From an optimization exercise on the open Yosys and OpenROAD flow, aimed at small area; shortcuts taken in it are not production practice. Function was checked by simulation only, so behaviour that the tests miss may differ from the original. Power figures rest on the tool's default switching activity, not on a simulated workload.

## flow/design.v (module list and top-level ports; edited modules follow where they fit)
// module maze_game_top: 2665 lines
module maze_game_top(clock, reset, pixel_tick, player_x, player_y, direction, colour, x_out, y_out, stop, player_reset);
  // ...
==> flow/flow/run.sh <==
#!/bin/bash
# Own layout flow: the standard flow (standard.sh) with three changes:
#  - synthesis runs the standard flow's own script (synth_recipe.tcl, so the registers are the
#    standard synthesis's), but ABC maps the logic with each of the area-oriented
#    scripts flow/map*.abc in turn (no delay target) and keeps the smallest result;
#  - no full/half-adder extraction before ABC (ADDER_MAP_FILE empty);
#  - the port buffers are the smallest buffer, sky130_fd_sc_hd__buf_1.
# make's output goes to own_flow.log here, and ORFS's own logs to orfs/logs.
set -euo pipefail
W=$(pwd)
SCRIPTS=$(ls "$W"/flow/map*.abc | tr '\n' ' ')
cat > "$W/own_synth.tcl" <<EOT
proc abc {args} {
	set i [lsearch -exact \$args -script]
	if {\$i >= 0} {
		set args [lreplace \$args \$i [expr {\$i + 1}]]
	}
	set j [lsearch -exact \$args -D]
	if {\$j >= 0} {
		set args [lreplace \$args \$j [expr {\$j + 1}]]
	}
	set k [lsearch -exact \$args -liberty]
	set lib [lindex \$args [expr {\$k + 1}]]
	yosys design -save pre_abc
	set best -1
	foreach script {$SCRIPTS} {
		yosys design -load pre_abc
		yosys abc -script \$script {*}\$args
		set s [yosys tee -q -s result.string stat -liberty \$lib]
		regexp {Chip area for module[^:]*:\s*([0-9.]+)} \$s -> area
		puts "own flow: ABC script \$script gives area \$area"
		if {\$best < 0 || \$area < \$best} {
			set best \$area
			set best_script \$script
		}
	}
	yosys design -load pre_abc
	yosys abc -script \$best_script {*}\$args
	puts "own flow: kept \$best_script, area \$best"
}
source {$W/synth_recipe.tcl}
EOT
grep -q 'SYNTH_SCRIPT=[^ ]*synth_recipe.tcl' standard.sh
sed -e "s#SYNTH_SCRIPT=[^ ]*synth_recipe.tcl#SYNTH_SCRIPT=$W/own_synth.tcl ADDER_MAP_FILE= 'BUFFER_PORTS_ARGS=-buffer_cell sky130_fd_sc_hd__buf_1'#" standard.sh > own.sh
bash own.sh finish > own_flow.log 2>&1
==> flow/flow/map1.abc <==
strash
dch -f
map -a
topo
==> flow/flow/map2.abc <==
strash
dch -f
map -a
strash
dch -f
map -a
topo
==> flow/flow/map3.abc <==
strash
dch -f
map -a
strash
dch -f
map -a
strash
dch -f
map -a
topo
==> flow/flow/map4.abc <==
strash
&get -n
&dch -f
&nf -R 1000
&put
topo
==> flow/flow/map5.abc <==
strash
&get -n
&dch -f
&nf -R 1000
&put
strash
dch -f
map -a
topo
==> flow/flow/map6.abc <==
strash
dch
map -a
topo
==> flow/flow/map7.abc <==
strash
amap
topo
==> flow/standard.sh <==
#!/bin/bash
# synth_recipe.tcl (not shown) runs the flow's synth.tcl, then flattens the netlist and writes it again
# the make line also repeats each setting of config.mk as NAME=value (left out here)
make -C /OpenROAD-flow-scripts/flow DESIGN_CONFIG=/design/flow/config.mk WORK_HOME=/design/flow/orfs CLKGATE_MAP_FILE= SYNTH_SCRIPT=/design/flow/synth_recipe.tcl "${@:-finish}"
==> flow/config.mk <==
export PLATFORM = sky130hd
export DESIGN_NAME = maze_game_top
export DESIGN_NICKNAME = maze_game_top
export VERILOG_FILES = /design/flow/design.v
export SDC_FILE = /design/flow/constraint.sdc
export NUM_CORES = 4
export LEC_CHECK = 0
export CAP_MARGIN = 20
export CELL_PAD_IN_SITES_DETAIL_PLACEMENT = 1
export CELL_PAD_IN_SITES_GLOBAL_PLACEMENT = 2
export CORE_MARGIN = 2
export CORE_UTILIZATION = 30
export CTS_BUF_LIST = sky130_fd_sc_hd__clkbuf_4
export PLACE_DENSITY = 0.45
export SLEW_MARGIN = 20
export SYNTH_MEMORY_MAX_BITS = 8192
==> flow/constraint.sdc <==
create_clock -name core_clock -period 14.0 [get_ports {clock}]
set_input_delay 2.8000 -clock core_clock [delete_from_list [all_inputs] [get_ports {clock}]]
set_output_delay 2.8000 -clock core_clock [all_outputs]
set_load 0.01 [all_outputs]
==> impl_table.tex, run 1 <==
\begin{tabular}{lr}
\hline
Metric & Value \\
\hline
\multicolumn{2}{l}{\textbf{Clock tree}} \\
Number of buffers created by CTS & 3 \\
Deepest level of the CTS H-tree & 1 \\
Clock latency on the worst-skew pair & just under 300 ps \\
\multicolumn{2}{l}{\textbf{Drt}} \\
DRT Pass-1 Iters & 4 \\
Routed metal-1 wirelength & 3569 µm \\
Average via count per standard cell & 5.472 \\
\multicolumn{2}{l}{\textbf{Hold path}} \\
Hold Startpoint & key\_taken\$\_SDFFE\_PP0P\_ \\
\multicolumn{2}{l}{\textbf{Pwr}} \\
Comb power frac & 39.8\% \\
Flip-flop and latch power & around 48 µW \\
Power share of the sequential group & 39.1\% \\
Largest Pwr Group & combinational logic \\
\multicolumn{2}{l}{\textbf{Timing}} \\
Clk\_skew & 7.808 ps \\
Slew at the pin closest to its max-slew limit & $\sim$760 ps \\
Unrepaired setup endpoints after global routing & no \\
\multicolumn{2}{l}{\textbf{Final layout}} \\
Area of all placed cells without fillers & between 1500 and 2000 µm² \\
Final core utilization & 35.64\% \\
Nets@finish & $\sim$380 \\
\multicolumn{2}{l}{\textbf{GRT}} \\
Number of antenna violations at the first check in global routing & 0 \\
Top Usage Layer GRT & met2 \\
GR met2 Demand/Resource & between 30\% and 40\% \\
Number of global-route vias before repair & between 2000 and 2500 \\
GRT Residual Overflow & 0 \\
\multicolumn{2}{l}{\textbf{Status}} \\
Run status & timing/DRC/antenna clean \\
\multicolumn{2}{l}{\textbf{Logic synthesis}} \\
Yosys warning count & 1 \\
Number of synthesized flops with an enable pin & 0 \\
Largest cells by area after synthesis & sky130\_fd\_sc\_hd\_\_dfxtp\_1 16\%, sky130\_fd\_sc\_hd\_\_nor2\_1 14\%, sky130\_fd\_sc\_hd\_\_clkinv\_1 12\%, sky130\_fd\_sc\_hd\_\_a21oi\_1 10\%, sky130\_fd\_sc\_hd\_\_o21ai\_0 10\% \\
Number of instances in the synthesized netlist & 310 \\
Count of different cell masters after synthesis & 27 \\
Register bit count reported by yosys & 14 \\
Net count after synthesis & 332 \\
\multicolumn{2}{l}{\textbf{Placed design}} \\
Instance count after placement with tap cells included & 422 \\
Post-Place Cell Area & 1924 µm² \\
\multicolumn{2}{l}{\textbf{Worst setup path}} \\
Arrival time of the worst setup path & 3890 ps \\
CP Capture Point & y\_out[4] \\
Setup crit start & player\_y[4] \\
\hline
\end{tabular}
==> inputs of run 2 (changes only) <==
==> flow/flow/run.sh (replaced) <==
#!/bin/bash
# Own layout flow: the standard flow (standard.sh) with three changes:
#  - synthesis runs the standard flow's own script (synth_recipe.tcl, so the registers are the
#    standard synthesis's) but ABC maps the logic with an area-oriented script
#    (flow/area.abc) instead of the speed script, and without the delay target;
#  - no full/half-adder extraction before ABC (ADDER_MAP_FILE empty);
#  - the port buffers are the smallest buffer, sky130_fd_sc_hd__buf_1.
# Every tool's output goes to own_flow.log here, and ORFS's own logs to orfs/logs.
set -euo pipefail
W=$(pwd)
cat > "$W/own_synth.tcl" <<EOT
proc abc {args} {
	set i [lsearch -exact \$args -script]
	if {\$i >= 0} {
		set args [lreplace \$args \$i [expr {\$i + 1}] -script {$W/flow/area.abc}]
	}
	set j [lsearch -exact \$args -D]
	if {\$j >= 0} {
		set args [lreplace \$args \$j [expr {\$j + 1}]]
	}
	yosys abc {*}\$args
}
source {$W/synth_recipe.tcl}
EOT
grep -q 'SYNTH_SCRIPT=[^ ]*synth_recipe.tcl' standard.sh
sed -e "s#SYNTH_SCRIPT=[^ ]*synth_recipe.tcl#SYNTH_SCRIPT=$W/own_synth.tcl ADDER_MAP_FILE= 'BUFFER_PORTS_ARGS=-buffer_cell sky130_fd_sc_hd__buf_1'#" standard.sh > own.sh
bash own.sh finish > own_flow.log 2>&1
==> flow/flow/area.abc (new file) <==
strash
dch -f
map -a
strash
dch -f
map -a
topo
removed: flow/flow/map1.abc
removed: flow/flow/map2.abc
removed: flow/flow/map3.abc
removed: flow/flow/map4.abc
removed: flow/flow/map5.abc
removed: flow/flow/map6.abc
removed: flow/flow/map7.abc
==> impl_table.tex, run 2 <==
\begin{tabular}{lr}
\hline
Metric & Value \\
\hline
\multicolumn{2}{l}{\textbf{Clock tree}} \\
Deepest level of the CTS H-tree & 1 (unchanged) \\
CTS Buffer Depth & 2 (unchanged) \\
Clock slew at reported path FFs & 100 ps (about the same) \\
Number of buffers added for setup after CTS & 0 (unchanged) \\
CTS tree & built (unchanged) \\
Post-cts hold buffer count & 0 (unchanged) \\
Total of cells resized after clock tree synthesis & 0 (unchanged) \\
Number of buffers created by CTS & 3 (unchanged) \\
Clock Root Buffer & sky130\_fd\_sc\_hd\_\_clkbuf\_4 (unchanged) \\
Clock latency on the worst-skew pair & 290 ps (about the same) \\
Sink Count & 14 (unchanged) \\
\multicolumn{2}{l}{\textbf{Placed design}} \\
Instance count after placement with tap cells included & 433 (was 422) \\
Count of input and output buffers & 44 (unchanged) \\
Placer congestion estimate & 0.8522 (was 0.9473) \\
HPWL reported at the end of detailed placement & 5816 µm (was 5670 µm) \\
Post-Place Cell Area & 1959 µm² (was 1924 µm²) \\
Placement Setup Slack & 7350 ps (was 7354 ps) \\
\multicolumn{2}{l}{\textbf{Final layout}} \\
Area of all placed cells without fillers & 1986 µm² (was 1951 µm²) \\
Post-Layout Cell Count & 437 (was 426) \\
Most common cell after layout, fill and taps aside & sky130\_fd\_sc\_hd\_\_nor2\_1 (unchanged) \\
Top library cells by usage in the layout, fill and taps aside & 74 x sky130\_fd\_sc\_hd\_\_nor2\_1, 57 x sky130\_fd\_sc\_hd\_\_clkinv\_1, 44 x sky130\_fd\_sc\_hd\_\_buf\_1 (was 65 x sky130\_fd\_sc\_hd\_\_nor2\_1, 55 x sky130\_fd\_sc\_hd\_\_clkinv\_1, 44 x sky130\_fd\_sc\_hd\_\_buf\_1) \\
Number of diodes added for antenna fixing & 0 (unchanged) \\
Area added between synthesis and finish & 14.50\% (was 14.80\%) \\
Nets@finish & 388 (was 377) \\
Proportion of layout cells with a drive suffix above 1 & 1.370\% (was 1.695\%) \\
Layout filler cell count & 814 (was 835) \\
Final core utilization & 35.84\% (was 35.64\%) \\
\multicolumn{2}{l}{\textbf{Logic synthesis}} \\
Number of instances in the synthesized netlist & 321 (was 310) \\
Count of different cell masters after synthesis & 30 (was 27) \\
Yosys warning count & 1 (unchanged) \\
Cell accounting for the most synthesized area & sky130\_fd\_sc\_hd\_\_dfxtp\_1 (unchanged) \\
Cell types with the highest counts after synthesis & 74 x sky130\_fd\_sc\_hd\_\_nor2\_1, 56 x sky130\_fd\_sc\_hd\_\_clkinv\_1, 41 x sky130\_fd\_sc\_hd\_\_o21ai\_0 (was 65 x sky130\_fd\_sc\_hd\_\_nor2\_1, 54 x sky130\_fd\_sc\_hd\_\_clkinv\_1, 35 x sky130\_fd\_sc\_hd\_\_a21oi\_1) \\
Cell area after synthesis & 1734 µm² (was 1699 µm²) \\
Largest cells by area after synthesis & sky130\_fd\_sc\_hd\_\_dfxtp\_1 16\%, sky130\_fd\_sc\_hd\_\_nor2\_1 16\%, sky130\_fd\_sc\_hd\_\_clkinv\_1 12\%, sky130\_fd\_sc\_hd\_\_o21ai\_0 12\%, sky130\_fd\_sc\_hd\_\_a21oi\_1 8.4\% (was sky130\_fd\_sc\_hd\_\_dfxtp\_1 16\%, sky130\_fd\_sc\_hd\_\_nor2\_1 14\%, sky130\_fd\_sc\_hd\_\_clkinv\_1 12\%, sky130\_fd\_sc\_hd\_\_a21oi\_1 10\%, sky130\_fd\_sc\_hd\_\_o21ai\_0 10\%) \\
Net count after synthesis & 343 (was 332) \\
Area share of the largest cell type after synthesis & 16.16\% (was 16.49\%) \\
Number of synthesized flops with an enable pin & 0 (unchanged) \\
Post-Syn Area per Cell & 5.402 µm² (was 5.481 µm²) \\
Sequential element share of the synthesized area & 16.16\% (was 16.49\%) \\
Top-count cell post-synth & sky130\_fd\_sc\_hd\_\_nor2\_1 (unchanged) \\
Main flop type after synthesis & sky130\_fd\_sc\_hd\_\_dfxtp\_1 (unchanged) \\
Async SR Flop Fraction & 0\% (unchanged) \\
Register bit count reported by yosys & 14 (unchanged) \\
\multicolumn{2}{l}{\textbf{Timing}} \\
Worst Setup Slack, final & 7340 ps (was 7315 ps) \\
Max frequency & 0.1502 GHz (was 0.1496 GHz) \\
Pins over their slew limit & 0 (unchanged) \\
Final Critical Period & 6660 ps (was 6685 ps) \\
Final-layout setup total negative slack & 0 ps (unchanged) \\
Max-slew headroom & 53.75\% (was 49.01\%) \\
Clk\_skew & 6.291 ps (was 7.808 ps) \\
Unrepaired setup endpoints after global routing & no (unchanged) \\
Fraction of the cycle the final worst path needs & 47.57\% (was 47.75\%) \\
Slew at the pin closest to its max-slew limit & 691.2 ps (was 758.9 ps) \\
Final Hold Violating Endpoints & 0 (unchanged) \\
Tightest hold margin & 523.8 ps (was 557.4 ps) \\
Final setup violating endpoints & 0 (unchanged) \\
\multicolumn{2}{l}{\textbf{Floorplanning}} \\
Cell Rows & 27 (unchanged) \\
Effective utilization at floorplan & 31.30\% (was 31.05\%) \\
Top Ports & 45 (unchanged) \\
Height of the die & 80.03 µm (was 79.26 µm) \\
Core area & 5540 µm² (was 5473 µm²) \\
Horiz. Die Dim & 80.03 µm (was 79.26 µm) \\
Die area & 6405 µm² (was 6281 µm²) \\
\multicolumn{2}{l}{\textbf{Worst setup path}} \\
Worst Setup Start Kind & input pin (unchanged) \\
Crit path required time & 11200 ps (about the same) \\
Largest fanout on the critical path & 8 (was 5) \\
Arrival time of the worst setup path & 3860 ps (was 3890 ps) \\
Endpoint class of the critical path & primary output (unchanged) \\
Worst Path Class, Setup & input pin to primary output (unchanged) \\
\multicolumn{2}{l}{\textbf{Drt}} \\
Number of vias after detailed routing & 2378 (was 2331) \\
Total wire length after detailed routing & 6850 µm (was 6844 µm) \\
Drt first-iter violations & 70 (was 56) \\
DRT Pass-1 Iters & 4 (unchanged) \\
Wire length per cell after detailed routing & 15.68 µm (was 16.07 µm) \\
Post-detailed-route count of antenna-violating nets & 0 (unchanged) \\
Detailed-route DRC error count & 0 (unchanged) \\
Average via count per standard cell & 5.442 (was 5.472) \\
\multicolumn{2}{l}{\textbf{GRT}} \\
Number of global-route vias before repair & 2232 (was 2278) \\
Maximum number of pins on one net before global-route repair & 12 (was 15) \\
GRT Residual Overflow & 0 (unchanged) \\
Total track usage & 22.41\% (was 23.16\%) \\
First-pass GRT wire length & 11460 µm (was 11560 µm) \\
Number of antenna violations at the first check in global routing & 0 (unchanged) \\
\multicolumn{2}{l}{\textbf{Pwr}} \\
Power density over the cells & 59.56 nW/µm² (was 62.36 nW/µm²) \\
Power, Total & 118.3 µW (was 121.6 µW) \\
P\_leak & 0.6181 nW (was 0.6208 nW) \\
Worst supply voltage drop on vdd & 0.00003797 V (was 0.00003519 V) \\
\multicolumn{2}{l}{\textbf{Status}} \\
Run status & timing/DRC/antenna clean (unchanged) \\
\multicolumn{2}{l}{\textbf{Flow run}} \\
MaxCap Viol Count & 0 (unchanged) \\
\multicolumn{2}{l}{\textbf{Hold path}} \\
Hold Path Class & flip-flop to flip-flop (unchanged) \\
\hline
\end{tabular}
[run 2: cells by family (layout without fill, tap and decap cells)]
| family | count (synthesis) | in the layout | synth area share [%] |
|---|---|---|---|
| AND/OR/NAND/NOR | 140 | 140 | 33.19 |
| AO/OA/AOI/OAI | 107 | 107 | 36.80 |
| buffers and inverters | 60 | 104 | 13.85 |
| flip-flops | 14 | 14 | 16.16 |
[run 2: path summary, 6_finish.rpt]
check | start | to | slack (ps) | cells past startpoint
worst max-delay path | player_y[4] | y_out[4] | 7340 | 6
worst min-delay path | key_taken$_SDFFE_PP0P_ | key_taken$_SDFFE_PP0P_ | 520 | 2
worst max register to register | cnt_reg_9$_DFF_P_ | cnt_reg_8$_DFF_P_ | 11160 | 7
worst min register to register | key_taken$_SDFFE_PP0P_ | key_taken$_SDFFE_PP0P_ | 520 | 2
[run 2: power by group]
group          internal, mW  switching, mW
logic                0.0133         0.0338
clock network        0.0104         0.0148
registers            0.0425        0.00348
[run 2: worst max-delay path: stages]
cell and delay, ps:
sky130_fd_sc_hd__buf_1 300, sky130_fd_sc_hd__clkinv_1 200, sky130_fd_sc_hd__nand2_1 100, sky130_fd_sc_hd__a21oi_1 60, sky130_fd_sc_hd__o31ai_1 210, sky130_fd_sc_hd__buf_1 180
[run 2: routing by layer]
layer / vias up / track usage [%] / wire (µm)
met2: 51 / 33.33 / 2861
met1: 1118 / 34.35 / 3672
li1: 1207 / - / -
met5: - / 0 / 0
met4: 0 / 3.051 / 29
met3: 2 / 3.394 / 287
[run 2: layout make-up]
class                   count  area [µm²]  area share, %
clock inverters             1       3.754         0.1890
well taps                  72       90.09          4.537
clock buffers               3       22.52          1.134
repair buffers             44       165.2          8.318
flip-flops and latches     14       280.3          14.11
multi-input cells         247        1214          61.12
inverters                  56       210.2          10.59

separate check: timing with driven ports:
No port has a modelled driver above. Below, the same layouts with a new extraction and two added sets of constraints. Step 1: set_driving_cell puts a clkbuf_16 on clock and a buf_2 on each other input, an assumption about the parent block. Step 2, shift: input delay + t, output delay - t, t = (earliest + latest rising clock arrival at the registers) / 2. This alone moves slack from input paths to output paths. a / b / c = no drivers / after step 1 / after step 2; a / b = the first two.
run	t (ns)	slack for setup (ns)	latest minus earliest clock arrival (ns)
run 1	0.311	7.315 / 7.290 / 7.290	0.007 / 0.008
run 2	0.310	7.340 / 7.318 / 7.318	0.007 / 0.006
After both steps setup and hold are still met in every run listed. The setup slack of run 1, which loses most, moves by -0.025 ns with the drivers and by -0.025 ns with both steps.
